From an optimization exercise on the open Yosys and OpenROAD flow, aimed at small area, a short achievable clock period and few clock cycles; shortcuts taken in it are not production practice. In this exercise RTL edits were held to simulation tests only and were not proved equivalent to the original. Power figures rest on the tool's default switching activity, not on a simulated workload.

File: design/flow/constraint.sdc
create_clock -name core_clock -period 4.6 [get_ports {gwe}]
set_input_delay 0.9200 -clock core_clock [delete_from_list [all_inputs] [get_ports {gwe}]]
set_output_delay 0.9200 -clock core_clock [all_outputs]
set_load 0.01 [all_outputs]
File: design/flow/config.mk
export PLATFORM = sky130hd
export DESIGN_NAME = lc4_core
export DESIGN_NICKNAME = lc4_core
export VERILOG_FILES = /design/flow/design.v
export SDC_FILE = /design/flow/constraint.sdc
export NUM_CORES = 4
export LEC_CHECK = 0
export CAP_MARGIN = 20
export CORE_MARGIN = 2
export CORE_UTILIZATION = 40
export CTS_BUF_LIST = sky130_fd_sc_hd__clkbuf_8 sky130_fd_sc_hd__clkbuf_16
export CTS_CLUSTER_DIAMETER = 100
export CTS_CLUSTER_SIZE = 30
export SETUP_SLACK_MARGIN = 2.0
export SLEW_MARGIN = 20
export TNS_END_PERCENT = 5
File: design/flow/design.v
`timescale 1ns/1ps
`default_nettype none
module lc4_add16 (
  input  wire [15:0] i_a,
  input  wire [15:0] i_b,
  input  wire        i_cin,
  output wire [15:0] o_sum
);
  wire [15:0] p = i_a ^ i_b;
  wire [15:0] g0 = i_a & i_b;
  wire [15:0] gl [0:4];
  wire [15:0] pl [0:4];
  assign gl[0] = {g0[15:1], g0[0] | (p[0] & i_cin)};
  assign pl[0] = p;
  genvar k, i;
  generate
    for (k = 0; k < 4; k = k + 1) begin : lvl
      for (i = 0; i < 16; i = i + 1) begin : bit_
        if (i >= (1 << k)) begin : comb
          assign gl[k+1][i] = gl[k][i] | (pl[k][i] & gl[k][i-(1<<k)]);
          assign pl[k+1][i] = pl[k][i] & pl[k][i-(1<<k)];
        end else begin : pass
          assign gl[k+1][i] = gl[k][i];
          assign pl[k+1][i] = pl[k][i];
        end
      end
    end
  endgenerate
  assign o_sum = p ^ {gl[4][14:0], i_cin};
endmodule
`default_nettype wire
`timescale 1ns/1ps
`default_nettype none
module lc4_core (
  input  wire        gwe,
  input  wire        i_rst_n,
  input  wire [15:0] i_imem_data,
  output wire [15:0] o_imem_addr,
  output wire        o_retire_valid,
  output wire [15:0] o_retire_pc,
  output wire [15:0] o_retire_insn,
  output wire        o_retire_regfile_we,
  output wire [2:0]  o_retire_wsel,
  output wire [15:0] o_retire_result,
  output wire        o_retire_nzp_we,
  output wire [2:0]  o_retire_nzp
);
  localparam [15:0] rst_pc = 16'h8200;
  reg  [15:0] regs [0:7];
  reg  [15:0] seq_q;
  reg  [15:0] tgt_q;
  reg         taken_q;
  reg         x_valid;
  reg  [15:0] x_insn;
  reg  [15:0] x_a;        
  reg  [15:0] x_b;        
  reg         x_sub;
  reg         r_valid;
  reg  [15:0] r_pc;
  reg  [15:0] r_insn;
  reg  [15:0] r_result;
  reg  [2:0]  nzp_q;      
  function automatic writes_f(input [15:0] w);
    writes_f = w[15:12] == 4'b1001 || w[15:12] == 4'b0101 ||
               (w[15:12] == 4'b0001 && (w[5] || !w[3]));
  endfunction
  function automatic [2:0] nzp_f(input [15:0] v);
    nzp_f = v[15] ? 3'b100 : (v == 16'd0) ? 3'b010 : 3'b001;
  endfunction
  wire       r_writes = r_valid && writes_f(r_insn);
  wire [2:0] r_nzp    = nzp_f(r_result);
  wire [2:0] nzp_r    = r_writes ? r_nzp : nzp_q;   
  wire        x_writes = writes_f(x_insn);
  wire        x_logic  = x_insn[15:12] == 4'b0101;
  wire        x_const  = x_insn[15:12] == 4'b1001;
  wire [1:0]  x_lop    = x_insn[5] ? 2'b00 : x_insn[4:3];   
  wire [2:0]  x_cnzp   = nzp_f(x_b);                        
  wire [15:0] a = x_a;
  wire [15:0] b = x_b;
  wire [15:0] sum;
  lc4_add16 u_add (.i_a(a), .i_b(b), .i_cin(x_sub), .o_sum(sum));
  reg  [15:0] logic_v;
  reg         z_logic;
  reg         n_logic;
  always @(*) begin
    case (x_lop)
      2'b00:   begin logic_v = a & b; z_logic = ~|(a & b);   n_logic = a[15] & b[15]; end
      2'b01:   begin logic_v = ~a;    z_logic = &a;          n_logic = ~a[15];        end
      2'b10:   begin logic_v = a | b; z_logic = ~|(a | b);   n_logic = a[15] | b[15]; end
      default: begin logic_v = a ^ b; z_logic = a == b;      n_logic = a[15] ^ b[15]; end
    endcase
  end
  wire [15:0] result = x_const ? x_b : x_logic ? logic_v : sum;
  wire [15:0] p     = a ^ b;
  wire [15:0] o     = a | b;
  wire        z_add = &(p ~^ {o[14:0], x_sub});
  wire [15:0] fa   = taken_q ? tgt_q : seq_q;
  wire [15:0] insn = i_imem_data;
  wire [3:0]  op   = insn[15:12];
  wire [2:0]  m    = insn[11:9];    
  wire [15:0] imm5 = {{11{insn[4]}}, insn[4:0]};
  wire [15:0] imm9 = {{7{insn[8]}}, insn[8:0]};
  wire [2:0]  r_rd = r_insn[11:9];
  wire [2:0]  x_rd = x_insn[11:9];
  wire        x_wr = x_valid && x_writes;
  wire [15:0] rs_v = (r_writes && r_rd == insn[8:6]) ? r_result : regs[insn[8:6]];
  wire [15:0] rt_v = (r_writes && r_rd == insn[2:0]) ? r_result : regs[insn[2:0]];
  wire        f_sub   = op == 4'b0001 && !insn[5] && insn[4:3] == 2'b10;
  wire        f_const = op == 4'b1001;
  wire        byp_a   = x_wr && x_rd == insn[8:6];
  wire        byp_b   = x_wr && x_rd == insn[2:0] && !insn[5] && !f_const;
  wire [15:0] a_next  = byp_a ? result : rs_v;
  wire [15:0] b_next  = byp_b ? result : f_const ? imm9 : insn[5] ? imm5 : rt_v;
  wire hit_add   = sum[15] ? m[2] : z_add ? m[1] : m[0];
  wire hit_logic = n_logic ? m[2] : z_logic ? m[1] : m[0];
  wire hit_const = |(m & x_cnzp);
  wire hit_r     = |(m & nzp_r);
  wire hit_x     = x_const ? hit_const : x_logic ? hit_logic : hit_add;
  wire f_taken   = op == 4'b0000 && (x_wr ? hit_x : hit_r);
  wire [9:0]  tgt_lo = {1'b0, fa[8:0]} + {1'b0, imm9[8:0]} + 10'd1;
  wire [6:0]  hi_up, hi_dn;
  wire [15:0] fa_inc, seq_dec, hi_up16, hi_dn16;
  lc4_add16 u_inc (.i_a(fa),    .i_b(16'd0),    .i_cin(1'b1), .o_sum(fa_inc));
  lc4_add16 u_dec (.i_a(seq_q), .i_b(16'hffff), .i_cin(1'b0), .o_sum(seq_dec));
  lc4_add16 u_up  (.i_a({9'd0, fa[15:9]}), .i_b(16'd0),    .i_cin(1'b1), .o_sum(hi_up16));
  lc4_add16 u_dn  (.i_a({9'd0, fa[15:9]}), .i_b(16'hffff), .i_cin(1'b0), .o_sum(hi_dn16));
  assign hi_up = hi_up16[6:0];
  assign hi_dn = hi_dn16[6:0];
  wire [6:0]  tgt_hi = (tgt_lo[9] == insn[8]) ? fa[15:9] : tgt_lo[9] ? hi_up : hi_dn;
  assign o_imem_addr = fa;
  wire [15:0] wd = i_rst_n ? r_result : 16'd0;   
  integer i;
  always @(posedge gwe) begin
    for (i = 0; i < 8; i = i + 1)
      if (!i_rst_n || (r_writes && r_rd == i)) regs[i] <= wd;
  end
  always @(posedge gwe) begin
    if (!i_rst_n) begin
      seq_q   <= rst_pc;
      taken_q <= 1'b0;
      x_valid <= 1'b0;
      r_valid <= 1'b0;
      nzp_q   <= 3'b000;
    end else begin
      seq_q   <= fa_inc;
      taken_q <= f_taken;
      x_valid <= 1'b1;
      r_valid <= x_valid;
      nzp_q   <= nzp_r;
    end
  end
  always @(posedge gwe) begin
    tgt_q    <= {tgt_hi, tgt_lo[8:0]};
    x_insn   <= insn;
    x_a      <= a_next;
    x_b      <= b_next ^ {16{f_sub}};
    x_sub    <= f_sub;
    r_pc     <= seq_dec;   
    r_insn   <= x_insn;
    r_result <= result;
  end
  assign o_retire_valid      = r_valid;
  assign o_retire_pc         = r_pc;
  assign o_retire_insn       = r_insn;
  assign o_retire_regfile_we = writes_f(r_insn);
  assign o_retire_wsel       = r_insn[11:9];
  assign o_retire_result     = r_result;
  assign o_retire_nzp_we     = writes_f(r_insn);
  assign o_retire_nzp        = r_nzp;
endmodule
`default_nettype wire
File: design/flow/flow/run.sh
#!/bin/bash
# The standard layout, with buf_2 as the cell that buffers each input and output
# port (the default picks a delay cell). Everything else is the standard.sh.
set -euo pipefail
export BUFFER_PORTS_ARGS="-buffer_cell sky130_fd_sc_hd__buf_2"
bash standard.sh > standard.log 2>&1
File: design/flow/standard.sh
#!/bin/bash
# synth_recipe.tcl (not shown) runs the flow's synth.tcl, then flattens the netlist and writes it again
# the make line also repeats each setting of config.mk as NAME=value (left out here)
make -C /OpenROAD-flow-scripts/flow DESIGN_CONFIG=/design/flow/config.mk WORK_HOME=/design/flow/orfs CLKGATE_MAP_FILE= SYNTH_SCRIPT=/design/flow/synth_recipe.tcl "${@:-finish}"
==> results.ini, run 1 <==
[critical_path]
crit_type=register to register
required_ps=4960
cp-end-kind=register
cp_data_arrival_time_ps=3040
r2r_start=x_b[4]
start_kind=register
crit_fanout=8
worstSetupStartpoint=x_b[4]

[synthesis]
ys_warn_count=3
synth_fp_nets=1491
synth_edf_count=128
seq_area_frac_synth=0.466
synth_top_flop_cell=dfxtp_1
avgSynthCellArea_um2=9.86
synthCells=1425
ys_types=81
syn_area_um2=14000
ys_ff_latch=263
async_reset_ff_frac=0

[clocking]
insertion_delay_ps=500
path_clk_slew_ps=110
cts_sinks=263
cts_tree=done
cts_buffers=13
cts_root_buf=clkbuf_16
cts_max_level=1
clock_path_buffers=3

[place]
dp.cells=1908
dp_hpwl_um=30800
io_buffers=90
gp_congestion=0.941
post-place-ws_ps=1220

[final_layout]
fill_cells=3258
multi_input_area_um2=7330
layout_commonest_cell=edfxtp_1
regArea_um2=6590
final_cell_mix=edfxtp_1, dfxtp_1, nor2_1
diodes=0
fin_cells=1955
drive_above_1_share=0.200
nets=1560
area_growth_pct=15.2

[flow_run]
maxCapViolCount=0

[grt]
grt_pass1_vias=10900
grt_antenna_before_repair=1
grt_start_max_net_pins=38
grt_pass1_wl_um=66800
track_usage=0.237
overflow=0

[drt]
wl_per_cell_um=22.6
drtAntennaViolNets=0
viasPerCell=5.89
routed_wl_um=44200
drtIter0Drc=1169
drc=0
via_count=11500
firstDrtPassIters=5

[power]
p_per_area_nw_per_um2=411
p_leak_nw=6.36
peakVddDrop_mv=0.205

[sta]
post-route-period-util=0.584
clock_skew_ps=23.5
max_clock_freq_ghz=0.372
fin_tns_setup_ps=0
fin_crit_ps=2690
setup_ws_ps=1910
tightestPinTransition_ps=978
final-max-slew-violation-count=0
relSlewSlack=0.347
fin_hold_ws_ps=340
rsz0062_at_grt=yes
hold_violations=0
setup_viol_count_final=0

[floorplanning]
die_height_um=191
die_w_um=191
die-area_um2=36600
initial_core_util=0.407
core_um2=34500
io_pins=91
rows=68

[worst_hold_path]
hp-class=register to register
hold_start=x_insn[0]

[run_status]
status=complete, no violations

==> what timing repair did <==
| action | in CTS | in global routing |
|---|---|---|
| resized for setup | 87 | 31 |
| setup endpoints to repair | 63 | 64 |
| buffers inserted | 23 | 2 |
| cloned | 1 | 0 |
| pin swaps | 15 | 7 |
| hold buffers | 0 | 0 |
==> where the power goes <==
part | internal (W) | switching (W) | leakage, nW
sequential | 0.00294 | 0.000365 | 2.44
clock | 0.000544 | 0.000770 | 0.205
combinational | 0.000824 | 0.00121 | 3.72
total | 0.00430 | 0.00235 | 6.36
==> kinds of logic after synthesis <==
kind of cell    share of synthesized area
xor+xnor                           0.0499
buf+inv                            0.0537
simple gates                        0.151
compound gates                      0.168
fa+ha+maj                          0.0444
flops                               0.466
mux                                0.0676
==> synthesized netlist by cell type, types with 8 or more instances <==
| cell | instances | share of area |
|---|---|---|
| a21o_1 | 8 | 0.0043 |
| nand3_1 | 14 | 0.0050 |
| ha_1 | 45 | 0.040 |
| nor3_1 | 33 | 0.012 |
| a221oi_1 | 30 | 0.019 |
| and3_1 | 11 | 0.0049 |
| nor2_1 | 111 | 0.030 |
| nand2_1 | 88 | 0.024 |
| inv_1 | 85 | 0.023 |
| nand3b_1 | 9 | 0.0048 |
| o22ai_1 | 22 | 0.0098 |
| edfxtp_1 | 128 | 0.27 |
| a22oi_1 | 18 | 0.0096 |
| xor2_1 | 25 | 0.016 |
| o2bb2ai_1 | 9 | 0.0056 |
| nand4_1 | 19 | 0.0085 |
| mux4_2 | 12 | 0.019 |
| or3_1 | 10 | 0.0045 |
| a211oi_1 | 11 | 0.0059 |
| dfxtp_1 | 135 | 0.19 |
| and2_1 | 26 | 0.012 |
| o21ai_0 | 78 | 0.028 |
| clkbuf_1 | 52 | 0.014 |
| buf_4 | 8 | 0.0043 |
| buf_2 | 21 | 0.0075 |
| xnor2_1 | 55 | 0.034 |
| a21oi_1 | 96 | 0.034 |
| nor2b_1 | 26 | 0.012 |
| nand2b_1 | 12 | 0.0053 |
| mux2i_1 | 60 | 0.043 |
| a31oi_1 | 12 | 0.0053 |
| nor4_1 | 24 | 0.011 |
==> through the flow <==
| step | util | total power, W | cell area, um^2 |
|---|---|---|---|
| after detailed placement | 0.436 | 0.00508 | 15100 |
| after global placement | 0.435 | 0.00507 | 15000 |
| after CTS | 0.463 | 0.00659 | 16000 |
| after floorplan | - | 0.00438 | 14200 |
| final | 0.468 | 0.00665 | 16200 |
| after global routing | 0.468 | 0.00696 | 16200 |
==> state kept, by name (all words and copies together) (netlist names), 16 cells and up <==
name,flops
regs,128
tgt_q,16
seq_q,16
x_a,16
r_result,16
r_pc,16
x_insn,16
r_insn,16
x_b,16
==> critical path: stages, from the launching register on <==
cell and delay (ps):
dfxtp_2 410, inv_1 60, ha_2 420, a21o_1 160, a31o_2 130, o211ai_1 140, a211oi_2 400, mux2i_2 410
o21ai_0 180, o41ai_2 120, a211oi_1 140
==> layer usage <==
layer	wire, um	up-vias	GRT usage
met5	0	-	0
met4	1250	0	0.0683
met2	20600	451	0.379
met1	19600	5637	0.336
li1	-	5342	-
met3	2830	89	0.0277
==> path summary, 6_finish.rpt <==
kind	endpoint	depth (start not counted)	slack [ps]
setup reg to reg	taken_q	10	1910
hold reg to reg	r_insn[0]	0	340
hold / removal	r_insn[0]	0	340
setup / recovery	taken_q	10	1910
==> area by class of cell <==
type                            instances  share of cell area
Clock buffer                           13              0.0201
Clock inverter                          8             0.00387
Inverter                               89              0.0214
Multi-Input combinational cell        982               0.453
Sequential cell                       263               0.407
Tap cell                              455              0.0352
Timing Repair Buffer                  145              0.0589
Testbench counts, summed over its fixed seeds: cycles 24,008.
==> run 2, diff against run 1 <==
--- a/design/flow/config.mk
+++ b/design/flow/config.mk
@@ -8,9 +8,9 @@
 export CAP_MARGIN = 20
 export CORE_MARGIN = 2
-export CORE_UTILIZATION = 40
+export CORE_UTILIZATION = 55
 export CTS_BUF_LIST = sky130_fd_sc_hd__clkbuf_8 sky130_fd_sc_hd__clkbuf_16
-export CTS_CLUSTER_DIAMETER = 100
-export CTS_CLUSTER_SIZE = 30
-export SETUP_SLACK_MARGIN = 2.0
+export CTS_CLUSTER_DIAMETER = 80
+export CTS_CLUSTER_SIZE = 24
+export SETUP_SLACK_MARGIN = 2.3
 export SLEW_MARGIN = 20
 export TNS_END_PERCENT = 5
==> results.ini, run 2 <==
[synthesis]
synth_simple_gate_area_frac=0.151  ; unchanged
synthCells=1425  ; unchanged
synth_fp_nets=1491  ; unchanged
synth_top_family_by_area=compound AO/OA/AOI/OAI gates
synth_compound_area_frac=0.168  ; unchanged
async_reset_ff_frac=0  ; unchanged
ys_types=81  ; unchanged
synth_edf_count=128  ; unchanged
synth.largest_area_cell=edfxtp_1
synth_mux_area_frac=0.0676  ; unchanged
avgSynthCellArea_um2=9.86  ; unchanged
synth_top_area_frac=0.274  ; unchanged
seq_area_frac_synth=0.466  ; unchanged
synth_most_common_cell=dfxtp_1
synth_top_flop_cell=dfxtp_1
yosys.area_share.xor_xnor=0.0499  ; unchanged
synthAdderAreaFrac=0.0444  ; unchanged
synth_area_leaders=edfxtp_1, dfxtp_1, mux2i_1
syn_area_um2=14000  ; unchanged
ys_warn_count=3  ; unchanged
ys_ff_latch=263  ; unchanged
synth_commonest_cells=dfxtp_1, edfxtp_1, nor2_1, a21oi_1, nand2_1

[power]
peakVddDrop_mv=0.398  ; +94%
p_per_area_nw_per_um2=431  ; +4.8%
total_power_w=0.00718  ; +8.0%
p_leak_nw=6.63  ; +4.2%

[clocking]
cts_tree=done
clock_path_buffers=3  ; unchanged
holdBufCountCts=0  ; unchanged
cts_root_buf=clkbuf_16
path_clk_slew_ps=90  ; -20 ps
cts_max_level=1  ; unchanged
cts_buffers=16  ; +3
cts_sinks=263  ; unchanged
insertion_delay_ps=510  ; about the same

[final_layout]
drive_above_1_share=0.245  ; +0.0446
layout_commonest_cell=edfxtp_1
area_growth_pct=18.7
final_cell_mix=edfxtp_1, dfxtp_1, nor2_1
diodes=0  ; unchanged
max_flop_register=regs
largest_reg_flops=128  ; unchanged
nets=1594  ; +2.2%
fin_cells=1867  ; -4.5%

[drt]
routed_wl_um=44700  ; +1.1%
firstDrtPassIters=7  ; +2
viasPerCell=6.39  ; +8.5%
drtIter0Drc=1256  ; +7.4%
drc=0  ; unchanged
wl_per_cell_um=24.0  ; +5.9%
via_count=11900  ; +3.6%
drtAntennaViolNets=0  ; unchanged

[grt]
grt_start_max_net_pins=36  ; -5.3%
overflow=0  ; unchanged
busiest_layer=met2
use_met2=0.520  ; +0.141
grt_pass1_wl_um=66600  ; -0.29%
met1_usage=0.451  ; +0.115
grt_pass1_vias=11100  ; +1.1%
track_usage=0.327  ; +0.0903
grt_antenna_before_repair=0  ; -1
gr-usage-met3=0.0538  ; +0.0261

[floorplanning]
rows=58  ; -15%
io_pins=91  ; unchanged
die_w_um=164  ; -14%
die-area_um2=26800  ; -27%
core_um2=25100  ; -27%
initial_core_util=0.559  ; +0.153
die_height_um=164  ; -14%

[critical_path]
r2r_start=x_b[4]
crit_chain=nor4_4 -> and4_4 -> nor2_4 -> buf_6
cp-end-kind=output pin
required_ps=3680  ; -1280 ps
crit_slowest_cell=nor4_4
reg2reg_depth=10  ; unchanged
start_kind=register
reg2reg_to=x_b[7]
crit_fanout=5  ; -3
slowest_delay_ps=370  ; -50 ps
crit_type=register to output pin
cp_data_arrival_time_ps=1770  ; -1270 ps
rrSetupSlack_ps=1950  ; +40 ps

[place]
dp.cells=1784  ; -6.5%
io_buffers=90  ; unchanged
gp_congestion=0.951  ; +1.1%
dp_hpwl_um=30500  ; -1.0%
post-place-ws_ps=1050  ; -168 ps

[flow_run]
maxCapViolCount=0  ; unchanged

[worst_hold_path]
min_path_cells=0  ; unchanged
min_to=r_insn[6]
hold_start=x_insn[6]
hp-class=register to register

[sta]
final-max-slew-violation-count=0  ; unchanged
setup_ws_ps=1910  ; -0.620 ps
setup_viol_count_final=0  ; unchanged
relSlewSlack=0.287  ; -0.0596
tightestPinTransition_ps=1070  ; +91.4 ps
fin_tns_setup_ps=0  ; unchanged
post-route-period-util=0.584  ; about the same
max_clock_freq_ghz=0.372  ; about the same
fin_hold_ws_ps=333  ; -6.78 ps
rsz0062_at_grt=yes
clock_skew_ps=30.5  ; +7.00 ps
fin_crit_ps=2690  ; +0.620 ps
hold_violations=0  ; unchanged

[run_status]
status=complete, no violations

## run 2: changes by cell type in the layout (fill, tap and decap cells not counted), moves of 3 or more
| cell | delta |
|---|---|
| ha_2 | +4 |
| ha_1 | -6 |
| nor3_1 | -5 |
| buf_4 | +25 |
| dfxtp_4 | +6 |
| inv_2 | +11 |
| clkbuf_16 | +4 |
| buf_6 | +8 |
| nor4_1 | +3 |
| buf_2 | -4 |
| dfxtp_1 | -6 |
| nor3_2 | +6 |
| bufinv_16 | +3 |
| inv_1 | -12 |
## run 2: stage by stage
stage / util / cell area (um^2)
final: 0.664 / 16700
after global routing: 0.664 / 16700
after CTS: 0.655 / 16400
after detailed placement: 0.594 / 14900
after global placement: 0.593 / 14900
after floorplan: - / 14200
## run 2: area by class of cell
class	instances	area [um^2]
multi-input cells	983	7470
well taps	330	413
fillers	1998	8440
flip-flops and latches	263	6620
clock inverters	9	153
repair buffers	175	1230
inverters	89	348
clock buffers	18	439
## run 2: layer usage
| layer | vias up | wire (um) | part of all wire |
|---|---|---|---|
| met5 | - | 0 | 0 |
| met4 | 0 | 1960 | 0.044 |
| met3 | 138 | 3650 | 0.082 |
| met2 | 653 | 20300 | 0.45 |
| met1 | 5733 | 18800 | 0.42 |
| li1 | 5411 | - | - |
## run 2: kinds of logic after synthesis
kind of cell	count (synthesis)
xor gates and xnor gates	80
adders and majority gates	48
and+or+nand+nor	414
muxes	79
buffers and inverters	180
AOI/OAI and AO/OA	361
DFF	263
## run 2: worst max-delay path by stage
stage | startpoint | endpoint | cells past startpoint
4_1_cts | r_result[14] | o_retire_nzp[0] | 4
3_5_place_dp | i_imem_data[1] | x_b[8] | 9
6_report | r_result[14] | o_retire_nzp[0] | 4
2_1_floorplan | i_imem_data[0] | tgt_q[14] | 13
5_1_grt | i_imem_data[7] | x_a[0] | 8
3_3_place_gp | i_imem_data[1] | x_b[8] | 9
## run 2: timing repair
item / CTS / global route
setup buffers: 38 / 14
gates cloned: 3 / 1
gates resized for setup: 154 / 29
endpoints found under the setup margin: 110 / 131
pin swaps: 31 / 15
## run 2: power by group
part           total (W)  internal (W)  switching, W
logic            0.00218      0.000915       0.00127
registers        0.00330       0.00293      0.000371
clock network    0.00170      0.000878      0.000819
## run 2: critical path, delay by kind of cell (launching register included)
family,cells,cell delay (ps)
DFF,1,360
and+or+nand+nor,3,770
buffers and inverters,1,120
==> run 3, diff against run 2 <==
--- a/design/flow/config.mk
+++ b/design/flow/config.mk
@@ -12,5 +12,5 @@
 export CTS_CLUSTER_DIAMETER = 80
 export CTS_CLUSTER_SIZE = 24
-export SETUP_SLACK_MARGIN = 2.3
+export SETUP_SLACK_MARGIN = 2.0
 export SLEW_MARGIN = 20
 export TNS_END_PERCENT = 5
==> results.ini, run 3 <==
[run_status]
status=complete, no violations

[synthesis]
async_reset_ff_frac=0  ; unchanged
synth_simple_gate_area_frac=0.151  ; unchanged
synth_top_flop_cell=dfxtp_1
synth_commonest_cells=dfxtp_1, edfxtp_1, nor2_1, a21oi_1, nand2_1
syn_area_um2=14000  ; unchanged
synth_area_leaders=edfxtp_1, dfxtp_1, mux2i_1
yosys.area_share.xor_xnor=0.0499  ; unchanged
ys_ff_latch=263  ; unchanged
synth_top_family_by_area=compound AO/OA/AOI/OAI gates
synthCells=1425  ; unchanged
avgSynthCellArea_um2=9.86  ; unchanged
synth_mux_area_frac=0.0676  ; unchanged
synth_compound_area_frac=0.168  ; unchanged
ys_warn_count=3  ; unchanged
synth_most_common_cell=dfxtp_1
synthAdderAreaFrac=0.0444  ; unchanged
ys_types=81  ; unchanged
synth_fp_nets=1491  ; unchanged
seq_area_frac_synth=0.466  ; unchanged
synth.largest_area_cell=edfxtp_1
synth_edf_count=128  ; unchanged
synth_top_area_frac=0.274  ; unchanged

[critical_path]
slowest_delay_ps=380  ; about the same
cp-end-kind=register
cp_data_arrival_time_ps=3110  ; +1340 ps
rrSetupSlack_ps=1900  ; -50 ps
reg2reg_depth=12  ; +2
crit_chain=fa_2 -> inv_2 -> fa_2 -> nor2b_4 -> o2111ai_2 -> nand3b_1 -> a21oi_2 -> mux2i_2 -> a211oi_2 -> buf_4 -> o22ai_2 -> xnor2_1
reg2reg_to=x_b[8]
required_ps=5020  ; +1340 ps
r2r_start=x_b[0]
critPathMostFrequentCell=fa_2
crit_slowest_cell=fa_2
crit_fanout=4  ; -1
start_kind=register
crit_type=register to register

[sta]
hold_violations=0  ; unchanged
max_clock_freq_ghz=0.371  ; -0.40%
tightestPinTransition_ps=825  ; -244 ps
setup_viol_count_final=0  ; unchanged
post-route-period-util=0.586  ; +0.00237
fin_tns_setup_ps=0  ; unchanged
relSlewSlack=0.448  ; +0.161
final-max-slew-violation-count=0  ; unchanged
clock_skew_ps=31.3  ; +0.875 ps
rsz0062_at_grt=yes
fin_crit_ps=2700  ; +10.9 ps

[place]
gp_congestion=0.947  ; -0.46%
io_buffers=90  ; unchanged
dp_hpwl_um=30700  ; +0.92%

[floorplanning]
io_pins=91  ; unchanged
die_height_um=164  ; unchanged
die-area_um2=26800  ; unchanged
core_um2=25100  ; unchanged
initial_core_util=0.559  ; unchanged
die_w_um=164  ; unchanged
rows=58  ; unchanged

[power]
p_leak_nw=6.42  ; -3.2%
power.internal_w=0.00453  ; -4.2%
pwr-share-seq=0.475  ; +0.015
power_frac_clock=0.230  ; -0.006
power.share.switching=0.350  ; +0.00823
peakVddDrop_mv=0.466  ; +17%
p_comb_frac=0.295  ; -0.009
p_sw_w=0.00244  ; -0.67%
p_per_area_nw_per_um2=431  ; about the same

[final_layout]
area_growth_pct=15.1
final_cell_mix=edfxtp_1, dfxtp_1, nor2_1
largest_reg_flops=128  ; unchanged
diodes=0  ; unchanged
regArea_um2=6600  ; -0.25%
fill_cells=2080  ; +4.1%
layout_commonest_cell=edfxtp_1
drive_above_1_share=0.206  ; -0.0387
max_flop_register=regs
nets=1562  ; -2.0%
fin_util=0.644  ; -0.0199
multi_input_area_um2=7320  ; -2.0%

[worst_hold_path]
hp-class=register to register
hold_start=x_insn[2]
min_to=r_insn[2]
min_path_cells=0  ; unchanged

[grt]
grt_pass1_wl_um=65600  ; -1.4%
grt_antenna_before_repair=0  ; unchanged
grt_start_max_net_pins=38  ; +5.6%
grt_pass1_vias=11000  ; -0.61%
overflow=0  ; unchanged
track_usage=0.321  ; -0.00552

[drt]
drtIter0Drc=1310  ; +4.3%
drc=0  ; unchanged
wl_per_cell_um=23.7  ; -0.93%
drtAntennaViolNets=0  ; unchanged
viasPerCell=6.33  ; -0.99%
via_count=11600  ; -2.7%
firstDrtPassIters=8  ; +1
routed_wl_um=43500  ; -2.6%

[clocking]
cts_max_level=1  ; unchanged
path_clk_slew_ps=90  ; about the same
insertion_delay_ps=510  ; about the same
cts_sinks=263  ; unchanged
cts_root_buf=clkbuf_16
clock_path_buffers=3  ; unchanged
cts_buffers=17  ; +1
cts_tree=done

[flow_run]
maxCapViolCount=0  ; unchanged

==> run 3: routing by layer <==
metal / share of wire / vias to the layer above / GRT usage / wire length, um
met1: 0.43 / 5595 / 0.446 / 18600
met5: 0 / - / 0 / 0
met3: 0.081 / 115 / 0.0492 / 3540
li1: - / 5340 / - / -
met2: 0.46 / 564 / 0.514 / 19800
met4: 0.036 / 0 / 0.112 / 1570
==> run 3: final cells by class <==
type | count | share of cell area
well taps | 330 | 0.0255
multi-input cells | 982 | 0.452
flip-flops and latches | 263 | 0.408
inverters | 89 | 0.0215
clock inverters | 10 | 0.00634
clock buffers | 18 | 0.0279
repair buffers | 143 | 0.0583
==> run 3: repair_timing <==
action,CTS,global route
buffers inserted,13,11
setup endpoints to repair,64,63
hold buffers,0,0
gates resized for setup,84,48
pin swaps,8,18
cloned,1,0
==> run 3: worst max-delay path by stage <==
stage,from,cells after the start,slack (ps),endpoint
finish,x_b[0],12,1900,x_b[8]
global placement,i_imem_data[2],10,1200,x_b[4]
CTS,taken_q,4,1920,o_imem_addr[10]
floorplan,i_imem_data[0],13,1870,tgt_q[14]
global route,x_b[0],12,1810,x_b[8]
detailed placement,i_imem_data[2],10,1170,x_b[4]
==> run 3: through the flow <==
stage / total power [W] / hold WS [ps] / cells / setup slack (ps) / area (um^2)
after CTS: 0.00686 / 335 / 1824 / 1920 / 15900
after floorplan: 0.00438 / 310 / 1425 / 1870 / 14200
after global routing: 0.00727 / 343 / 1835 / 1810 / 16200
after detailed placement: 0.00507 / 315 / 1782 / 1170 / 14900
final: 0.00697 / 335 / 1835 / 1900 / 16200
after global placement: 0.00507 / 311 / 1781 / 1200 / 14900
==> run 3: power groups by stage <==
stage          registers (W)  clock network (W)  logic, W
6_report             0.00331            0.00160   0.00205
5_1_grt              0.00335            0.00171   0.00221
4_1_cts              0.00329            0.00162   0.00195
3_5_place_dp         0.00333                  0   0.00175
3_3_place_gp         0.00333                  0   0.00173
2_1_floorplan        0.00320                  0   0.00118
==> run 3: cells by family after synthesis <==
group / Yosys count
compound gates: 361
fa+ha+maj: 48
xor+xnor: 80
simple gates: 414
buf+inv: 180
mux: 79
flops: 263
==> run 3: critical path, delay by kind of cell, from the launching register on <==
family	cells	cell delay (ps)
AND/OR/NAND/NOR	2	240
AO/OA/AOI/OAI	4	720
adder cells (fa/ha/maj)	2	630
multiplexers	1	290
XOR/XNOR	1	130
flip-flops	1	370
buffers and inverters	2	250
==> run 4, diff against run 3 <==
--- a/design/flow/config.mk
+++ b/design/flow/config.mk
@@ -14,3 +14,3 @@
 export SETUP_SLACK_MARGIN = 2.0
 export SLEW_MARGIN = 20
-export TNS_END_PERCENT = 5
+export TNS_END_PERCENT = 0
==> results.ini, run 4 <==
[power]
power.share.switching=0.349  ; -0.000889
p_sw_w=0.00237  ; -2.9%
pwr-share-seq=0.491  ; +0.016
p_per_area_nw_per_um2=426  ; -1.0%
power.internal_w=0.00441  ; -2.6%
p_leak_nw=6.32  ; -1.4%
power_frac_clock=0.222  ; -0.008
p_comb_frac=0.287  ; -0.008
peakVddDrop_mv=0.384  ; -18%

[critical_path]
reg2reg_depth=9  ; -3
cp-end-kind=output pin
crit_slowest_cell=dfxtp_1
slowest_delay_ps=420  ; +40 ps
start_kind=register
cp_data_arrival_time_ps=1820  ; -1290 ps
crit_chain=nor4_4 -> and4_4 -> nor2_1 -> buf_2
crit_fanout=5  ; +1
required_ps=3680  ; -1340 ps
crit_type=register to output pin

[sta]
tightestPinTransition_ps=1100  ; +273 ps
fin_crit_ps=2740  ; +43.4 ps
relSlewSlack=0.267  ; -0.181
setup_viol_count_final=0  ; unchanged
final-max-slew-violation-count=0  ; unchanged
setup_ws_ps=1860  ; -43.4 ps
clock_skew_ps=32.4  ; +1.02 ps
max_clock_freq_ghz=0.365  ; -1.6%
hold_violations=0  ; unchanged
post-route-period-util=0.596  ; +0.00942
fin_tns_setup_ps=0  ; unchanged
fin_hold_ws_ps=333  ; -1.93 ps
rsz0062_at_grt=yes

[floorplanning]
initial_core_util=0.559  ; unchanged
rows=58  ; unchanged
die-area_um2=26800  ; unchanged
die_w_um=164  ; unchanged
core_um2=25100  ; unchanged
die_height_um=164  ; unchanged
io_pins=91  ; unchanged

[drt]
drc=0  ; unchanged
wl_met1_um=18600  ; -0.18%
firstDrtPassIters=6  ; -2
viasPerCell=6.28  ; -0.84%
wl_per_cell_um=23.5  ; -1.1%
dr_wl_met3_um=3270  ; -7.4%
routed_wl_um=42800  ; -1.7%
highest_layer=met4
dr_wl_met2_um=19500  ; -1.9%
drtAntennaViolNets=0  ; unchanged
via_count=11400  ; -1.4%
drtIter0Drc=1314  ; +0.31%

[synthesis]
ys_ff_latch=263  ; unchanged
avgSynthCellArea_um2=9.86  ; unchanged
ys_warn_count=3  ; unchanged
synth_top_area_frac=0.274  ; unchanged
synth_top_flop_cell=dfxtp_1
async_reset_ff_frac=0  ; unchanged
synth_edf_count=128  ; unchanged
synth_most_common_cell=dfxtp_1
synth_commonest_cells=dfxtp_1, edfxtp_1, nor2_1, a21oi_1, nand2_1
synth_area_leaders=edfxtp_1, dfxtp_1, mux2i_1
ys_types=81  ; unchanged
synth.largest_area_cell=edfxtp_1
seq_area_frac_synth=0.466  ; unchanged
synth_fp_nets=1491  ; unchanged
synthCells=1425  ; unchanged
syn_area_um2=14000  ; unchanged

[place]
gp_congestion=0.968  ; +2.2%
post-place-ws_ps=1140  ; -35.1 ps
io_buffers=90  ; unchanged
dpl_cell_area_um2=14800  ; -0.40%
dp_hpwl_um=30400  ; -1.2%

[final_layout]
nets=1552  ; -0.64%
largest_reg_flops=128  ; unchanged
fin_util=0.633  ; -0.0108
diodes=0  ; unchanged
layout_commonest_cell=edfxtp_1
final_cell_mix=edfxtp_1, dfxtp_1, nor2_1
max_flop_register=regs
area_growth_pct=13.2
fin_area_um2=15900  ; -1.7%
drive_above_1_share=0.189  ; -0.0166

[clocking]
clock_path_buffers=3  ; unchanged
insertion_delay_ps=510  ; about the same
cts_max_level=1  ; unchanged
cts_buffers=16  ; -1
cts_sinks=263  ; unchanged
path_clk_slew_ps=90  ; about the same
cts_tree=done
cts_root_buf=clkbuf_16

[run_status]
status=complete, no violations

[worst_hold_path]
min_path_cells=0  ; unchanged
hp-class=register to register

[grt]
grt_antenna_before_repair=1  ; +1
grt_pass1_vias=10800  ; -1.7%
overflow=0  ; unchanged
track_usage=0.315  ; -0.00653
grt_start_max_net_pins=44  ; +16%
grt_pass1_wl_um=64500  ; -1.6%

[flow_run]
maxCapViolCount=0  ; unchanged

## run 4: cell count changes in the layout (fill, tap and decap cells not counted), sizes merged
cell	change
bufbuf	-1
inv	-3
clkbuf	-2
buf	-7
clkinvlp	+2
## run 4: cells by family after synthesis
| family | Yosys count | synth area share |
|---|---|---|
| compound gates | 361 | 0.168 |
| xor+xnor | 80 | 0.0499 |
| mux | 79 | 0.0676 |
| simple gates | 414 | 0.151 |
| flops | 263 | 0.466 |
| fa+ha+maj | 48 | 0.0444 |
| buf+inv | 180 | 0.0537 |
## run 4: final cells by class
type / count / area, um^2
well taps: 330 / 413
fillers: 2111 / 9210
repair buffers: 134 / 811
multi-input cells: 982 / 7250
inverters: 89 / 340
flip-flops and latches: 263 / 6580
clock inverters: 9 / 81.3
clock buffers: 17 / 425
## run 4: worst paths after layout
kind	startpoint	endpoint	slack [ps]
setup / recovery	r_result[12]	o_retire_nzp[0]	1860
hold reg to reg	x_insn[1]	r_insn[1]	330
setup reg to reg	x_insn[3]	x_b[1]	1930
hold / removal	x_insn[1]	r_insn[1]	330
## run 4: worst max-delay path: cells and delay by family (launching register included)
| family | cells | cell delay [ps] |
|---|---|---|
| and+or+nand+nor | 3 | 720 |
| DFF | 1 | 420 |
| buffers and inverters | 1 | 170 |
## run 4: routing by layer
layer / global-route usage / vias up
li1: - / 5324
met1: 0.443 / 5501
met5: 0 / -
met2: 0.499 / 528
met4: 0.107 / 0
met3: 0.0482 / 94
## run 4: what timing repair did
action	CTS	global route
setup endpoints to repair	64	63
resized for setup	70	42
buffers inserted	6	9
hold buffers	0	0
pin swaps	6	13
## run 4: power by group through the flow
| stage | logic [W] | registers [W] | clock network, W |
|---|---|---|---|
| floorplan | 0.00117 | 0.00320 | 0 |
| global placement | 0.00173 | 0.00333 | 0 |
| detailed placement | 0.00174 | 0.00332 | 0 |
| CTS | 0.00185 | 0.00330 | 0.00153 |
| global route | 0.00211 | 0.00336 | 0.00160 |
| finish | 0.00195 | 0.00333 | 0.00150 |
## run 4: per-stage QoR
step	instances	power, W
CTS	1815	0.00668
floorplan	1425	0.00437
global route	1824	0.00706
global placement	1782	0.00506
detailed placement	1783	0.00506
finish	1824	0.00678
==> run 5, diff against run 4 <==
--- a/design/flow/config.mk
+++ b/design/flow/config.mk
@@ -12,4 +12,5 @@
 export CTS_CLUSTER_DIAMETER = 80
 export CTS_CLUSTER_SIZE = 24
+export GPL_TIMING_DRIVEN = 0
 export SETUP_SLACK_MARGIN = 2.0
 export SLEW_MARGIN = 20
==> results.ini, run 5 <==
[drt]
drtIter0Drc=1478  ; +12%
viasPerCell=6.45  ; +2.8%
via_count=12300  ; +7.7%
firstDrtPassIters=6  ; unchanged
drtAntennaViolNets=0  ; unchanged
routed_wl_um=48600  ; +14%
wl_per_cell_um=25.4  ; +8.4%
drc=0  ; unchanged

[place]
gp_congestion=0.973  ; +0.51%
post-place-ws_ps=650  ; -489 ps
dp_hpwl_um=34800  ; +14%
dpl_cell_area_um2=15200  ; +2.3%
io_buffers=90  ; unchanged

[synthesis]
ys_ff_latch=263  ; unchanged
ys_warn_count=3  ; unchanged
synth_commonest_cells=dfxtp_1, edfxtp_1, nor2_1, a21oi_1, nand2_1
synth_top_area_frac=0.274  ; unchanged
async_reset_ff_frac=0  ; unchanged
seq_area_frac_synth=0.466  ; unchanged
synth.largest_area_cell=edfxtp_1
ys_types=81  ; unchanged
synth_most_common_cell=dfxtp_1
synth_edf_count=128  ; unchanged
avgSynthCellArea_um2=9.86  ; unchanged
synth_fp_nets=1491  ; unchanged
synth_area_leaders=edfxtp_1, dfxtp_1, mux2i_1
synthCells=1425  ; unchanged
syn_area_um2=14000  ; unchanged
synth_top_flop_cell=dfxtp_1

[floorplanning]
die-area_um2=26800  ; unchanged
core_um2=25100  ; unchanged
rows=58  ; unchanged
die_w_um=164  ; unchanged
initial_core_util=0.559  ; unchanged
io_pins=91  ; unchanged
die_height_um=164  ; unchanged

[sta]
hold_violations=0  ; unchanged
relSlewSlack=0.302  ; +0.0348
post-route-period-util=0.603  ; +0.00729
clock_skew_ps=37.6  ; +5.26 ps
setup_ws_ps=1830  ; -33.5 ps
final-max-slew-violation-count=0  ; unchanged
rsz0062_at_grt=yes
max_clock_freq_ghz=0.361  ; -1.2%
fin_tns_setup_ps=0  ; unchanged
setup_viol_count_final=0  ; unchanged
fin_crit_ps=2770  ; +33.5 ps
tightestPinTransition_ps=1050  ; -52.2 ps

[final_layout]
multi_input_area_um2=7380  ; +1.7%
final_cell_mix=edfxtp_1, dfxtp_1, nor2_1
fin_util=0.663  ; +0.0294
max_flop_register=regs
fill_cells=2096  ; -0.71%
nets=1640  ; +5.7%
regArea_um2=6590  ; +0.21%
layout_commonest_cell=edfxtp_1
largest_reg_flops=128  ; unchanged
drive_above_1_share=0.225  ; +0.0353
area_growth_pct=18.5
fin_area_um2=16600  ; +4.6%

[critical_path]
crit_chain=nor4_4 -> and4_1 -> clkbuf_8 -> nor2_4 -> buf_6
worstSetupStartpoint=r_result[14]
endpoint=o_retire_nzp[0]
cp_data_arrival_time_ps=1850  ; +30 ps
required_ps=3680  ; about the same
cp_num_buf_inv=2  ; +1
reg2reg_depth=13  ; +4
reg2reg_to=taken_q
cp_top_family=simple AND/OR/NAND/NOR gates
crit_slowest_cell=dfxtp_4
cp-end-kind=output pin
crit_type=register to output pin
start_kind=register
r2r_start=x_b[4]
rrSetupSlack_ps=1860  ; -70 ps
cp.depth=5  ; +1
crit_fanout=3  ; -2
slowest_delay_ps=370  ; -50 ps

[clocking]
cts_root_buf=clkbuf_16
clock_path_buffers=3  ; unchanged
path_clk_slew_ps=100  ; about the same
cts_buffers=16  ; unchanged
holdBufCountCts=0  ; unchanged
cts_sinks=263  ; unchanged
insertion_delay_ps=520  ; about the same
cts_tree=done
cts_max_level=1  ; unchanged

[grt]
grt_antenna_before_repair=1  ; unchanged
overflow=0  ; unchanged
grt_pass1_wl_um=70500  ; +9.3%
grt_start_max_net_pins=26  ; -41%
grt_pass1_vias=11600  ; +7.6%
track_usage=0.353  ; +0.0385

[power]
p_per_area_nw_per_um2=424  ; -0.56%
peakVddDrop_mv=0.398  ; +3.5%
p_leak_nw=6.68  ; +5.6%
total_power_w=0.00706  ; +4.1%

[flow_run]
maxCapViolCount=0  ; unchanged

[worst_hold_path]
hp-class=register to register
hold_start=x_insn[1]

[run_status]
status=complete, no violations

run 5: cell counts after synthesis:
Identical to the previous run, type by type.
run 5: area by class of cell:
cell class | count | share of cell area
antenna | 1 | 0.000150
buffer | 91 | 0.0345
clock buffer | 17 | 0.0256
clock inverter | 7 | 0.00466
inverter | 89 | 0.0209
multi-input combinational | 982 | 0.443
sequential | 263 | 0.396
tap | 330 | 0.0248
timing repair buffer | 131 | 0.0498
run 5: repair_timing:
item | 4_1_cts | 5_1_grt
pin swaps | 12 | 25
gates cloned | 0 | 1
setup endpoints to repair | 72 | 66
setup buffers | 12 | 24
resized for setup | 115 | 84
endpoints found under the hold margin | 0 | 0
run 5: worst min-delay path by stage:
stage / endpoint / cells past startpoint
2_1_floorplan: r_insn[0] / 0
3_3_place_gp: r_insn[2] / 0
3_5_place_dp: r_insn[1] / 0
4_1_cts: r_insn[1] / 0
5_1_grt: r_insn[1] / 0
6_report: r_insn[1] / 0
run 5: logic make-up (layout without fill, tap and decap cells):
logic type	Yosys count	after routing	synth area share
and+or+nand+nor	414	414	0.151
AOI/OAI and AO/OA	361	361	0.168
DFF	263	263	0.466
buffers and inverters	180	335	0.0537
xor gates and xnor gates	80	80	0.0499
muxes	79	79	0.0676
adders and majority gates	48	48	0.0444
other	0	1	0
run 5: metal layers:
layer / global-route usage / vias to the layer above / share of wire / wire length, um
li1: - / 5498 / - / -
met1: 0.452 / 5899 / 0.39 / 19000
met2: 0.569 / 758 / 0.46 / 22400
met3: 0.0705 / 171 / 0.094 / 4580
met4: 0.184 / 0 / 0.054 / 2630
met5: 0 / - / 0 / 0
run 5: stage by stage:
step,hold slack [ps],cells
detailed placement,314,1849
floorplan,310,1425
CTS,336,1885
finish,335,1911
global placement,310,1845
global route,339,1910
run 5: report_power, final:
part	switching (W)	internal (W)
clock network	0.000822	0.000696
registers	0.000354	0.00293
logic	0.00133	0.000922
total	0.00251	0.00455
==> run 6, diff against run 5 <==
--- a/design/flow/config.mk
+++ b/design/flow/config.mk
@@ -8,9 +8,8 @@
 export CAP_MARGIN = 20
 export CORE_MARGIN = 2
-export CORE_UTILIZATION = 55
+export CORE_UTILIZATION = 65
 export CTS_BUF_LIST = sky130_fd_sc_hd__clkbuf_8 sky130_fd_sc_hd__clkbuf_16
 export CTS_CLUSTER_DIAMETER = 80
 export CTS_CLUSTER_SIZE = 24
-export GPL_TIMING_DRIVEN = 0
 export SETUP_SLACK_MARGIN = 2.0
 export SLEW_MARGIN = 20
==> results.ini, run 6 <==
[run_status]
status=complete, no violations

[place]
io_buffers=90  ; unchanged
dp_hpwl_um=28900  ; -17%
gp_congestion=1.02  ; +4.6%
dp.cells=1727  ; -6.6%
post-place-ws_ps=1230  ; +576 ps

[critical_path]
cp_top_family=compound AO/OA/AOI/OAI gates
crit_type=register to register
cp_data_arrival_time_ps=3210  ; +1360 ps
rrSetupSlack_ps=1830  ; -30 ps
cp_num_buf_inv=2  ; unchanged
start_kind=register
crit_slowest_cell=ha_2
required_ps=5040  ; +1360 ps
slowest_delay_ps=440  ; +70 ps
crit_chain=inv_1 -> ha_2 -> nand3_1 -> nor2_2 -> o211ai_1 -> a211oi_2 -> mux2i_2 -> o41ai_2 -> buf_4 -> a21oi_1 -> xnor2_1
cp-end-kind=register
crit_fanout=8  ; +5

[final_layout]
area_growth_pct=10.5
layout_commonest_cell=edfxtp_1
final_cell_mix=edfxtp_1, dfxtp_1, nor2_1
fin_cells=1761  ; -7.8%
diodes=0  ; -1
nets=1544  ; -5.9%
max_flop_register=regs
drive_above_1_share=0.171  ; -0.0538
largest_reg_flops=128  ; unchanged

[power]
p_leak_nw=6.25  ; -6.4%
p_per_area_nw_per_um2=426  ; +0.43%
peakVddDrop_mv=0.485  ; +22%

[clocking]
clock_path_buffers=3  ; unchanged
cts_root_buf=clkbuf_16
cts_max_level=1  ; unchanged
path_clk_slew_ps=100  ; about the same
cts_buffers=15  ; -1
cts_tree=done
insertion_delay_ps=510  ; about the same
cts_sinks=263  ; unchanged
holdBufCountCts=0  ; unchanged

[sta]
final-max-slew-violation-count=0  ; unchanged
post-route-period-util=0.602  ; -0.00119
tightestPinTransition_ps=949  ; -97.1 ps
rsz0062_at_grt=yes
fin_hold_ws_ps=334  ; -1.54 ps
setup_ws_ps=1830  ; +5.49 ps
hold_violations=0  ; unchanged
fin_tns_setup_ps=0  ; unchanged
max_clock_freq_ghz=0.361  ; +0.20%
clock_skew_ps=43.9  ; +6.32 ps
fin_crit_ps=2770  ; -5.49 ps
setup_viol_count_final=0  ; unchanged
relSlewSlack=0.366  ; +0.0634

[grt]
track_usage=0.359  ; +0.00587
grt_pass1_wl_um=62300  ; -12%
grt_pass1_vias=10900  ; -6.7%
overflow=0  ; unchanged
grt_antenna_before_repair=0  ; -1
grt_start_max_net_pins=47  ; +81%

[floorplanning]
die_w_um=151  ; -7.8%
initial_core_util=0.666  ; +0.107
core_um2=21100  ; -16%
die_height_um=151  ; -7.8%
die-area_um2=22800  ; -15%
io_pins=91  ; unchanged
rows=53  ; -8.6%

[drt]
via_count=11700  ; -4.7%
wl_per_cell_um=23.5  ; -7.7%
drtIter0Drc=1363  ; -7.8%
viasPerCell=6.67  ; +3.4%
drtAntennaViolNets=0  ; unchanged
drc=0  ; unchanged
firstDrtPassIters=5  ; -1
routed_wl_um=41300  ; -15%

[synthesis]
synth_fp_nets=1491  ; unchanged
synth_most_common_cell=dfxtp_1
synthCells=1425  ; unchanged
synth.largest_area_cell=edfxtp_1
synth_top_area_frac=0.274  ; unchanged
ys_types=81  ; unchanged
ys_warn_count=3  ; unchanged
async_reset_ff_frac=0  ; unchanged
synth_commonest_cells=dfxtp_1, edfxtp_1, nor2_1, a21oi_1, nand2_1
syn_area_um2=14000  ; unchanged
avgSynthCellArea_um2=9.86  ; unchanged
synth_top_flop_cell=dfxtp_1
seq_area_frac_synth=0.466  ; unchanged
synth_area_leaders=edfxtp_1, dfxtp_1, mux2i_1
ys_ff_latch=263  ; unchanged
synth_edf_count=128  ; unchanged

[flow_run]
maxCapViolCount=0  ; unchanged

[worst_hold_path]
hp-class=register to register

-- run 6: cell counts after synthesis --
Identical to the previous run, type by type.
-- run 6: what timing repair did --
| item | 4_1_cts | 5_1_grt |
|---|---|---|
| setup endpoints to repair | 70 | 56 |
| pin swaps | 7 | 1 |
| endpoints found under the hold margin | 0 | 0 |
| setup buffers | 9 | 0 |
| resized for setup | 66 | 13 |
-- run 6: final timing paths --
kind | start | end | cells past startpoint
max | x_a[3] | x_b[15] | 11
min | x_insn[0] | r_insn[0] | 0
max reg2reg | x_a[3] | x_b[15] | 11
min reg2reg | x_insn[0] | r_insn[0] | 0
-- run 6: worst register-to-register path, delay by kind of cell, from the launching register on --
family / cells / cell delay, ps
adders and majority gates: 1 / 440
DFF: 1 / 400
buffers and inverters: 2 / 250
muxes: 1 / 380
and+or+nand+nor: 2 / 290
xor gates and xnor gates: 1 / 130
AOI/OAI and AO/OA: 4 / 830
-- run 6: cell families (layout without fill, tap and decap cells) --
group           after synthesis  count (layout)  synth area share
mux                          79              79            0.0676
flops                       263             263             0.466
simple gates                414             414             0.151
compound gates              361             361             0.168
buf+inv                     180             241            0.0537
xor+xnor                     80              80            0.0499
fa+ha+maj                    48              48            0.0444
-- run 6: through the flow --
stage / utilization / area (um^2) / power [W]
2_1_floorplan: - / 14100 / 0.00437
3_3_place_gp: 0.697 / 14700 / 0.00502
3_5_place_dp: 0.697 / 14700 / 0.00503
4_1_cts: 0.734 / 15500 / 0.00651
5_1_grt: 0.736 / 15500 / 0.00686
6_report: 0.736 / 15500 / 0.00661
-- run 6: cell type report --
| type | count | area, um^2 |
|---|---|---|
| Multi-Input combinational cell | 982 | 7060 |
| Clock buffer | 15 | 375 |
| Fill cell | 1554 | 5570 |
| Tap cell | 275 | 344 |
| Inverter | 89 | 339 |
| Clock inverter | 10 | 70.1 |
| Sequential cell | 263 | 6570 |
| Timing Repair Buffer | 127 | 763 |
-- run 6: where the power goes --
part           switching, W  internal [W]  leakage [nW]  total, W
clock              0.000762      0.000615         0.242   0.00138
sequential         0.000397       0.00292          2.43   0.00332
combinational       0.00114      0.000769          3.58   0.00191
-- run 6: layer usage --
| layer | vias up | global-route usage | share of wire |
|---|---|---|---|
| met3 | 118 | 0.0599 | 0.11 |
| met5 | - | 0 | 0 |
| met1 | 5586 | 0.503 | 0.41 |
| met2 | 740 | 0.575 | 0.46 |
| li1 | 5302 | - | - |
| met4 | 0 | 0.118 | 0.032 |
==> run 7, diff against run 6 <==
--- a/design/flow/config.mk
+++ b/design/flow/config.mk
@@ -8,9 +8,9 @@
 export CAP_MARGIN = 20
 export CORE_MARGIN = 2
-export CORE_UTILIZATION = 65
+export CORE_UTILIZATION = 55
 export CTS_BUF_LIST = sky130_fd_sc_hd__clkbuf_8 sky130_fd_sc_hd__clkbuf_16
 export CTS_CLUSTER_DIAMETER = 80
 export CTS_CLUSTER_SIZE = 24
-export SETUP_SLACK_MARGIN = 2.0
+export SETUP_SLACK_MARGIN = 2.3
 export SLEW_MARGIN = 20
 export TNS_END_PERCENT = 0
==> results.ini, run 7 <==
[run_status]
status=complete, no violations

[synthesis]
synth_top_flop_cell=dfxtp_1
synth_top_area_frac=0.274  ; unchanged
synth_commonest_cells=dfxtp_1, edfxtp_1, nor2_1, a21oi_1, nand2_1
ys_ff_latch=263  ; unchanged
synth_fp_nets=1491  ; unchanged
async_reset_ff_frac=0  ; unchanged
avgSynthCellArea_um2=9.86  ; unchanged
synth_area_leaders=edfxtp_1, dfxtp_1, mux2i_1
synth_edf_count=128  ; unchanged
seq_area_frac_synth=0.466  ; unchanged
syn_area_um2=14000  ; unchanged
synthCells=1425  ; unchanged
ys_types=81  ; unchanged
synth_most_common_cell=dfxtp_1
ys_warn_count=3  ; unchanged
synth.largest_area_cell=edfxtp_1

[sta]
final-max-slew-violation-count=0  ; unchanged
setup_viol_count_final=0  ; unchanged
rsz0062_at_grt=yes
max_clock_freq_ghz=0.375  ; +3.9%
fin_tns_setup_ps=0  ; unchanged
fin_crit_ps=2660  ; -104 ps
hold_violations=0  ; unchanged
clock_skew_ps=32.7  ; -11.3 ps
tightestPinTransition_ps=1110  ; +162 ps
post-route-period-util=0.579  ; -0.0226
fin_hold_ws_ps=334  ; -0.00300 ps
relSlewSlack=0.259  ; -0.107

[power]
power.internal_w=0.00447  ; +3.8%
power_frac_clock=0.218  ; +0.010
pwr-share-seq=0.483  ; -0.019
p_sw_w=0.00239  ; +3.8%
p_leak_nw=6.38  ; +2.0%
peakVddDrop_mv=0.384  ; -21%
p_per_area_nw_per_um2=426  ; about the same
total_power_w=0.00686  ; +3.8%
power.share.switching=0.348  ; about the same
p_comb_frac=0.298  ; +0.009

[final_layout]
max_flop_register=regs
nets=1561  ; +1.1%
drive_above_1_share=0.208  ; +0.0373
final_cell_mix=edfxtp_1, dfxtp_1, nor2_1
fin_util=0.642  ; -0.0944
multi_input_area_um2=7350  ; +4.0%
area_growth_pct=14.7
largest_reg_flops=128  ; unchanged
layout_commonest_cell=edfxtp_1
fin_area_um2=16100  ; +3.8%
diodes=0  ; unchanged
fill_cells=2087  ; +34%
regArea_um2=6610  ; +0.55%

[drt]
via_count=11500  ; -1.8%
wl_per_cell_um=23.4  ; about the same
routed_wl_um=43000  ; +4.0%
drtAntennaViolNets=0  ; unchanged
viasPerCell=6.30  ; -5.6%
firstDrtPassIters=6  ; +1
drc=0  ; unchanged
drtIter0Drc=1444  ; +5.9%

[floorplanning]
die-area_um2=26800  ; +18%
die_w_um=164  ; +8.5%
initial_core_util=0.559  ; -0.107
rows=58  ; +9.4%
io_pins=91  ; unchanged
die_height_um=164  ; +8.5%
core_um2=25100  ; +19%

[grt]
grt_pass1_wl_um=64800  ; +4.0%
grt_antenna_before_repair=1  ; +1
overflow=0  ; unchanged
track_usage=0.316  ; -0.0430
grt_pass1_vias=10800  ; -0.30%
grt_start_max_net_pins=44  ; -6.4%

[critical_path]
crit_type=input port to register
cp_num_buf_inv=3  ; +1
slowest_delay_ps=570  ; +130 ps
cp_data_arrival_time_ps=3090  ; -120 ps
required_ps=5030  ; about the same
reg2reg_depth=11  ; unchanged
crit_fanout=32  ; +24
crit_slowest_cell=nor3_1
cp-end-kind=register
start_kind=input port
cp.depth=8  ; -3
crit_chain=buf_2 -> buf_4 -> xor2_1 -> nor4_2 -> buf_4 -> nor3_1 -> a21oi_1 -> a21oi_1
cp_top_family=buffers and inverters

[place]
io_buffers=90  ; unchanged
dp_hpwl_um=30400  ; +5.0%
gp_congestion=0.968  ; -4.8%
dpl_cell_area_um2=14800  ; +0.77%

[worst_hold_path]
hp-class=register to register
min_path_cells=0  ; unchanged

[clocking]
holdBufCountCts=0  ; unchanged
clock_path_buffers=3  ; unchanged
cts_tree=done
cts_root_buf=clkbuf_16
cts_max_level=1  ; unchanged
insertion_delay_ps=520  ; about the same
cts_sinks=263  ; unchanged
cts_buffers=16  ; +1
path_clk_slew_ps=90  ; about the same

[flow_run]
maxCapViolCount=0  ; unchanged

run 7: cell counts after synthesis:
No cell type changed its count.
run 7: power groups by stage:
stage	combinational, W	sequential, W	clock, W
after CTS	0.00194	0.00329	0.00153
final	0.00205	0.00332	0.00150
after global placement	0.00173	0.00333	0
after detailed placement	0.00174	0.00332	0
after global routing	0.00221	0.00335	0.00160
after floorplan	0.00117	0.00320	0
run 7: cell families after synthesis:
| kind of cell | share of synthesized area |
|---|---|
| buffers and inverters | 0.0537 |
| AOI/OAI and AO/OA | 0.168 |
| adders and majority gates | 0.0444 |
| and+or+nand+nor | 0.151 |
| xor gates and xnor gates | 0.0499 |
| DFF | 0.466 |
| muxes | 0.0676 |
run 7: area by class of cell:
class	count	share of cell area
Multi-Input combinational cell	982	0.456
Clock inverter	9	0.00505
Clock buffer	17	0.0264
Tap cell	330	0.0256
Inverter	89	0.0211
Timing Repair Buffer	143	0.0560
Sequential cell	263	0.410
run 7: worst reg2reg max path, cell delays in order (launching register included):
cell and delay [ps]:
dfxtp_2 360, ha_1 290, a21o_1 230, a31o_2 230, o211ai_1 240, a211oi_2 110
buf_4 170, mux2i_2 140, buf_4 150, o41ai_4 380, a21oi_2 110, xnor2_1 140
run 7: worst paths after layout:
check	from	to	slack, ps
worst max-delay path	i_imem_data[8]	x_a[0]	1940
worst min-delay path	x_insn[1]	r_insn[1]	330
worst max register to register	x_a[3]	x_b[15]	1950
worst min register to register	x_insn[1]	r_insn[1]	330
run 7: timing repair:
action / CTS / global route
gates resized for setup: 108 / 35
endpoints found under the setup margin: 111 / 113
pin swaps: 13 / 24
setup buffers: 10 / 14
run 7: through the flow:
stage | setup slack [ps] | std cells
2_1_floorplan | 1820 | 1425
3_3_place_gp | 1230 | 1782
3_5_place_dp | 1140 | 1783
4_1_cts | 1970 | 1819
5_1_grt | 1870 | 1833
6_report | 1940 | 1833
run 7: per-layer routing:
metal / track usage / up-vias / routed length [um] / share of wire
met2: 0.504 / 534 / 19600 / 0.46
met1: 0.448 / 5588 / 18800 / 0.44
met4: 0.100 / 0 / 1320 / 0.031
li1: - / 5340 / - / -
met5: 0 / - / 0 / 0
met3: 0.0442 / 78 / 3240 / 0.075
==> run 8, diff against run 7 <==
--- a/design/flow/config.mk
+++ b/design/flow/config.mk
@@ -12,5 +12,5 @@
 export CTS_CLUSTER_DIAMETER = 80
 export CTS_CLUSTER_SIZE = 24
-export SETUP_SLACK_MARGIN = 2.3
+export SETUP_SLACK_MARGIN = 1.8
 export SLEW_MARGIN = 20
 export TNS_END_PERCENT = 0
==> results.ini, run 8 <==
[drt]
drtIter0Drc=1171  ; -19%
drc=0  ; unchanged
firstDrtPassIters=6  ; unchanged
wl_per_cell_um=22.8  ; -2.8%
via_count=11300  ; -2.0%
routed_wl_um=41500  ; -3.4%
viasPerCell=6.21  ; -1.3%
drtAntennaViolNets=0  ; unchanged

[grt]
track_usage=0.302  ; -0.0146
grt_pass1_vias=10500  ; -2.8%
grt_pass1_wl_um=62100  ; -4.2%
grt_antenna_before_repair=1  ; unchanged
grt_start_max_net_pins=33  ; -25%
overflow=0  ; unchanged

[floorplanning]
initial_core_util=0.559  ; unchanged
die_w_um=164  ; unchanged
die_height_um=164  ; unchanged
io_pins=91  ; unchanged
core_um2=25100  ; unchanged
rows=58  ; unchanged
die-area_um2=26800  ; unchanged

[synthesis]
avgSynthCellArea_um2=9.86  ; unchanged
ys_warn_count=3  ; unchanged
synth_area_leaders=edfxtp_1, dfxtp_1, mux2i_1
synth_commonest_cells=dfxtp_1, edfxtp_1, nor2_1, a21oi_1, nand2_1
synth_edf_count=128  ; unchanged
ys_types=81  ; unchanged
async_reset_ff_frac=0  ; unchanged
ys_ff_latch=263  ; unchanged
synth_fp_nets=1491  ; unchanged
synth.largest_area_cell=edfxtp_1
synthCells=1425  ; unchanged
seq_area_frac_synth=0.466  ; unchanged
synth_top_flop_cell=dfxtp_1
synth_top_area_frac=0.274  ; unchanged
synth_most_common_cell=dfxtp_1
syn_area_um2=14000  ; unchanged

[flow_run]
maxCapViolCount=0  ; unchanged

[worst_hold_path]
min_to=r_insn[1]
hold_start=x_insn[1]
min_path_cells=0  ; unchanged
hp-class=register to register

[critical_path]
required_ps=3680  ; -1350 ps
crit_type=register to output pin
crit_slowest_cell=dfxtp_1
rrSetupSlack_ps=1810  ; -140 ps
cp-end-kind=output pin
reg2reg_depth=12  ; +1
slowest_delay_ps=390  ; -180 ps
r2r_start=x_a[0]
reg2reg_to=x_b[8]
start_kind=register
crit_chain=nor4_4 -> and4_4 -> nor2_1 -> buf_2
cp_data_arrival_time_ps=1880  ; -1210 ps
crit_fanout=5  ; -84%

[sta]
final-max-slew-violation-count=0  ; unchanged
relSlewSlack=0.353  ; +0.0941
fin_tns_setup_ps=0  ; unchanged
post-route-period-util=0.608  ; +0.0291
tightestPinTransition_ps=971  ; -141 ps
setup_ws_ps=1800  ; -134 ps
fin_hold_ws_ps=334  ; +0.508 ps
rsz0062_at_grt=yes
setup_viol_count_final=0  ; unchanged
hold_violations=0  ; unchanged
max_clock_freq_ghz=0.357  ; -4.8%
clock_skew_ps=19.6  ; -13.1 ps
fin_crit_ps=2800  ; +134 ps

[final_layout]
max_flop_register=regs
nets=1550  ; -0.70%
area_growth_pct=12.1
fin_cells=1821  ; -0.65%
layout_commonest_cell=dfxtp_1
drive_above_1_share=0.168  ; -0.0399
fill_cells=2142  ; +2.6%
fin_util=0.627  ; -0.0144
largest_reg_flops=128  ; unchanged
diodes=0  ; unchanged
final_cell_mix=dfxtp_1, edfxtp_1, nor2_1

[place]
io_buffers=90  ; unchanged
dp_hpwl_um=29600  ; -2.7%
gp_congestion=0.943  ; -2.6%
post-place-ws_ps=1010  ; -128 ps
dp.cells=1782  ; -0.056%

[clocking]
cts_tree=done
cts_max_level=1  ; unchanged
clock_path_buffers=3  ; unchanged
cts_buffers=15  ; -1
path_clk_slew_ps=90  ; about the same
cts_sinks=263  ; unchanged
cts_root_buf=clkbuf_16
insertion_delay_ps=500  ; -20 ps

[run_status]
status=complete, no violations

[power]
peakVddDrop_mv=0.381  ; -0.67%
p_leak_nw=6.31  ; -1.0%
p_per_area_nw_per_um2=429  ; +0.69%

-- run 8: cell counts after synthesis --
Identical to the previous run, type by type.
-- run 8: cell families (layout without fill, tap and decap cells) --
group,Yosys count,count (layout),share of synthesized area
buf+inv,180,246,0.0537
compound gates,361,361,0.168
xor+xnor,80,80,0.0499
mux,79,79,0.0676
flops,263,263,0.466
simple gates,414,414,0.151
fa+ha+maj,48,48,0.0444
-- run 8: layout make-up --
cell class,instances,area [um^2],share of cell area
Inverter,89,342,0.0217
Tap cell,330,413,0.0262
Sequential cell,263,6550,0.416
Clock buffer,16,389,0.0247
Clock inverter,8,115,0.00731
Multi-Input combinational cell,982,7130,0.453
Timing Repair Buffer,133,810,0.0514
-- run 8: how the worst max path moves through the flow --
stage,cells past startpoint,to,startpoint
3_5_place_dp,11,tgt_q[15],i_imem_data[0]
2_1_floorplan,13,tgt_q[14],i_imem_data[0]
5_1_grt,12,x_b[8],x_a[0]
6_report,4,o_retire_nzp[0],r_result[10]
3_3_place_gp,9,x_a[8],i_imem_data[8]
4_1_cts,10,x_b[15],x_a[3]
-- run 8: metrics by stage --
step	cell area [um^2]	power, W
finish	15800	0.00675
global route	15800	0.00705
CTS	15400	0.00661
detailed placement	14800	0.00504
global placement	14800	0.00503
floorplan	14100	0.00437
-- run 8: metal layers --
| metal | track usage | wire length, um |
|---|---|---|
| met1 | 0.425 | 18000 |
| met2 | 0.484 | 19000 |
| met5 | 0 | 16 |
| met3 | 0.0381 | 3000 |
| met4 | 0.0997 | 1460 |
-- run 8: worst max-delay path: cells and delay by family (launching register included) --
kind / cells / cell delay [ps]
AND/OR/NAND/NOR: 3 / 820
buffers and inverters: 1 / 180
flip-flops: 1 / 390
-- run 8: report_power, final --
group	internal, W	switching [W]
Sequential	0.00291	0.000367
Combinational	0.000779	0.00114
Clock	0.000788	0.000762
Total	0.00448	0.00227
-- run 8: what timing repair did --
| item | CTS | global route |
|---|---|---|
| endpoints found under the setup margin | 47 | 54 |
| pin swaps | 2 | 6 |
| gates resized for setup | 10 | 59 |
| hold buffers | 0 | 0 |
| setup buffers | 3 | 12 |
| cloned | 0 | 0 |

==> re-timing with driven ports <==
How much do the figures lean on ideal ports? The routed layouts below were timed once more, with nothing changed but the port constraints.
Step 1 sets driving cells, clkbuf_16 on the clock port and buf_2 on the other inputs (assumed; they add their load-dependent delay and slew).
Step 2 adds t to the input delays and takes it off the output delays; t is the mean of the earliest and latest rising clock arrival at the registers after step 1. Input paths then give back, and output paths get back, about the clock's delay inside the block.
a / b / c = no drivers / after step 1 / after step 2; a / b = the first two.
run	t (ns)	slack for setup (ns)	worst slew at a driven data input, ns
run 1	0.538	1.915 / 1.878 / 1.444	0.04
run 2	0.551	1.914 / 1.861 / 1.473	0.06
run 3	0.545	1.903 / 1.873 / 1.476	0.05
run 4	0.553	1.860 / 1.807 / 1.399	0.05
run 5	0.554	1.826 / 1.774 / 1.305	0.03
run 6	0.535	1.832 / 1.810 / 1.331	0.04
run 7	0.554	1.936 / 1.914 / 1.412	0.05
run 8	0.540	1.802 / 1.752 / 1.324	0.04
After both steps every run listed still meets setup and hold. The setup slack of run 7, which loses most, moves by -0.022 ns with the drivers and by -0.524 ns with both steps.
